Context: an optimization exercise on an open-source flow, tuned for small area, a short achievable clock period and few clock cycles per item. The choices shown serve that exercise and are no tape-out recipe. Only simulation tests tie the RTL to the original design; equivalence was not proved. Power figures rest on the tool's default switching activity, not on a simulated workload.

==> inputs of build 55 <==
// bicubic_top
module bicubic_top (
    input  wire        CLK,
    input  wire        RST,
    input  wire [6:0]  cfg_v0,
    input  wire [6:0]  cfg_h0,
    input  wire [4:0]  cfg_sw,
    input  wire [4:0]  cfg_sh,
    input  wire [5:0]  cfg_tw,
    input  wire [5:0]  cfg_th,
    output wire        src_rd_en,
    output wire [13:0] src_rd_addr,
    input  wire [7:0]  src_data,
    output wire        res_wr_en,
    output wire [9:0]  res_wr_addr,
    output wire [7:0]  res_wr_data,
    output logic       done
);
clock: 13.0 ns
lec_check: 0
cap_margin: 20
core_margin: 2
core_utilization: 40
cts_buf_list: sky130_fd_sc_hd__clkbuf_16
cts_cluster_diameter: 80
cts_cluster_size: 24
slew_margin: 20
run.sh (not shown) runs the stock make flow with config.mk's settings and CLKGATE_MAP_FILE= SYNTH_SCRIPT=/design/flow/synth_recipe.tcl, a recipe that flattens the netlist after the stock synthesis.
==> trial 7 (differences from build 55) <==
- ABC_AREA: unset -> 1
==> build 48 (differences from build 55) <==
- CTS_BUF_LIST: sky130_fd_sc_hd__clkbuf_16 -> unset
- CTS_CLUSTER_DIAMETER: 80 -> unset
- CTS_CLUSTER_SIZE: 24 -> unset
==> qor summary <==
metric	trial 7	build 55	build 48
Status	complete, no violations	complete, no violations	complete, no violations
Metal-1 WL	24200 um	23000 um	23100 um
Worst voltage drop across the vdd grid	95.1 uV	83.9 uV	89.2 uV
Signal buffers	82	87	87
Global Route met2 Usage	0.315	0.297	0.301
Post-synthesis share of cell area spent on full adders, half adders and majority gates	0.263	0.267	0.267
Average wire per standard cell	14.6 um	16.2 um	16.3 um
Area of the die	60100 sq um	59200 sq um	59200 sq um
Area of the core	57600 sq um	56500 sq um	56500 sq um
Clock transition at the registers of the reported paths	90 ps	90 ps	60 ps
Starting utilization of the core area	0.404	0.405	0.405
Metal3 WL	2410 um	1910 um	2270 um
Multi-input gates	1910	1670	1670
Yosys top cell area share	0.191	0.194	0.194
LEAKAGE	12.7 nW	10.7 nW	10.9 nW
# fillers	5609	5369	5327
Logic pwr share	0.023	0.060	0.053
Fraction of the yosys area taken by sequential cells	0.316	0.322	0.322
Area of the multi-input gates	13300 sq um	14100 sq um	14100 sq um
Number of inverters outside the clock class in the layout	558	256	256
Internal power	1.49 mW	1.49 mW	1.77 mW
Crit path buffers/inverters	3	1	1
Testbench counts of build 55, summed over its fixed seeds: cycles 89,169, pixels 20,672.
Testbench counts of trial 7, summed over its fixed seeds: cycles 89,169, pixels 20,672.
Testbench counts of build 48, summed over its fixed seeds: cycles 89,169, pixels 20,672.

========
==> inputs of v28 <==
bicubic_top, a different RTL version from the one above (not shown whole).
## bicubic_top
module bicubic_top (
    input  wire        CLK,
    input  wire        RST,
    input  wire [6:0]  cfg_v0,
    input  wire [6:0]  cfg_h0,
    input  wire [4:0]  cfg_sw,
    input  wire [4:0]  cfg_sh,
    input  wire [5:0]  cfg_tw,
    input  wire [5:0]  cfg_th,
    output wire        src_rd_en,
    output wire [13:0] src_rd_addr,
    input  wire [7:0]  src_data,
    output wire        res_wr_en,
    output wire [9:0]  res_wr_addr,
    output wire [7:0]  res_wr_data,
    output logic       done
);
export LEC_CHECK = 0
export CAP_MARGIN = 20
export CORE_MARGIN = 2
export CORE_UTILIZATION = 40
export CTS_BUF_LIST = sky130_fd_sc_hd__clkbuf_16
export CTS_CLUSTER_DIAMETER = 80
export CTS_CLUSTER_SIZE = 24
export SLEW_MARGIN = 20
create_clock -name core_clock -period 13.0 [get_ports {CLK}]
==> v3: changes against v28 <==
--- a/flow/config.mk
+++ b/flow/config.mk
@@ -10,5 +10,2 @@
 export CORE_UTILIZATION = 40
-export CTS_BUF_LIST = sky130_fd_sc_hd__clkbuf_16
-export CTS_CLUSTER_DIAMETER = 80
-export CTS_CLUSTER_SIZE = 24
 export SLEW_MARGIN = 20
==> comparison table <==
Fin cells: v28 3112; v3 3136
Worst hold slack: v28 0.357 ns; v3 0.348 ns
First drt pass iteration count: v28 5; v3 7
Data arrival time at the worst-slack endpoint: v28 2.01 ns; v3 1.98 ns
Clock-pin transition on the worst setup and hold timing paths: v28 0.10 ns; v3 0.06 ns
Share of the core filled with cells: v28 44.5%; v3 45.2%
Fraction of area in clock buffers and inverters: v28 3.72%; v3 5.20%
Stage delay of the slowest cell on the critical path: v28 0.77 ns; v3 0.75 ns
Status: v28 complete, no violations; v3 complete, no violations
Clock power share: v28 45.5%; v3 51.8%
Number of design-rule violations left by the first detailed-router iteration: v28 947; v3 1054
Final worst path period share: v28 35.5%; v3 35.2%
Switching part of the total power: v28 23.9%; v3 21.2%
Worst vdd rail ir drop: v28 0.0771 mV; v3 0.0827 mV
Part of the power in registers: v28 52.8%; v3 46.7%
TritonCTS Buffers: v28 25; v3 38
Testbench counts of v28, summed over its fixed seeds: cycles 89,169, pixels 20,672.
Testbench counts of v3, summed over its fixed seeds: cycles 89,169, pixels 20,672.

-- separate check: timing with driven ports --
Ports are ideal in the flow. The routed layouts listed here were re-timed in OpenROAD. Step 1 assumes that a clkbuf_16 drives the clock port and a buf_2 every other input. Step 2 times the ports against the registers' clock, not the clock port: input delays grow and output delays shrink by t, the midpoint of the rising clock arrivals with the driver on. Slacks: ideal / step 1 / step 2; pairs: ideal / step 1.
run | shift t [ns] | slack for setup (ns) | clock arrival spread, ns | worst data-port slew with drivers (ns)
build 55 | 0.621 | 8.822 / 8.770 / 8.277 | 0.055 / 0.055 | 0.04
trial 7 | 0.643 | 8.415 / 8.415 / 8.415 | 0.042 / 0.042 | 0.04
build 48 | 0.629 | 8.828 / 8.770 / 8.289 | 0.040 / 0.041 | 0.04
v28 | 0.617 | 8.390 / 8.336 / 8.367 | 0.044 / 0.044 | 0.04
v3 | 0.603 | 8.421 / 8.368 / 8.336 | 0.037 / 0.036 | 0.04
After both steps setup and hold are still met in every run listed. The setup slack of build 55, which loses most, moves by -0.052 ns with the drivers and by -0.545 ns with both steps.
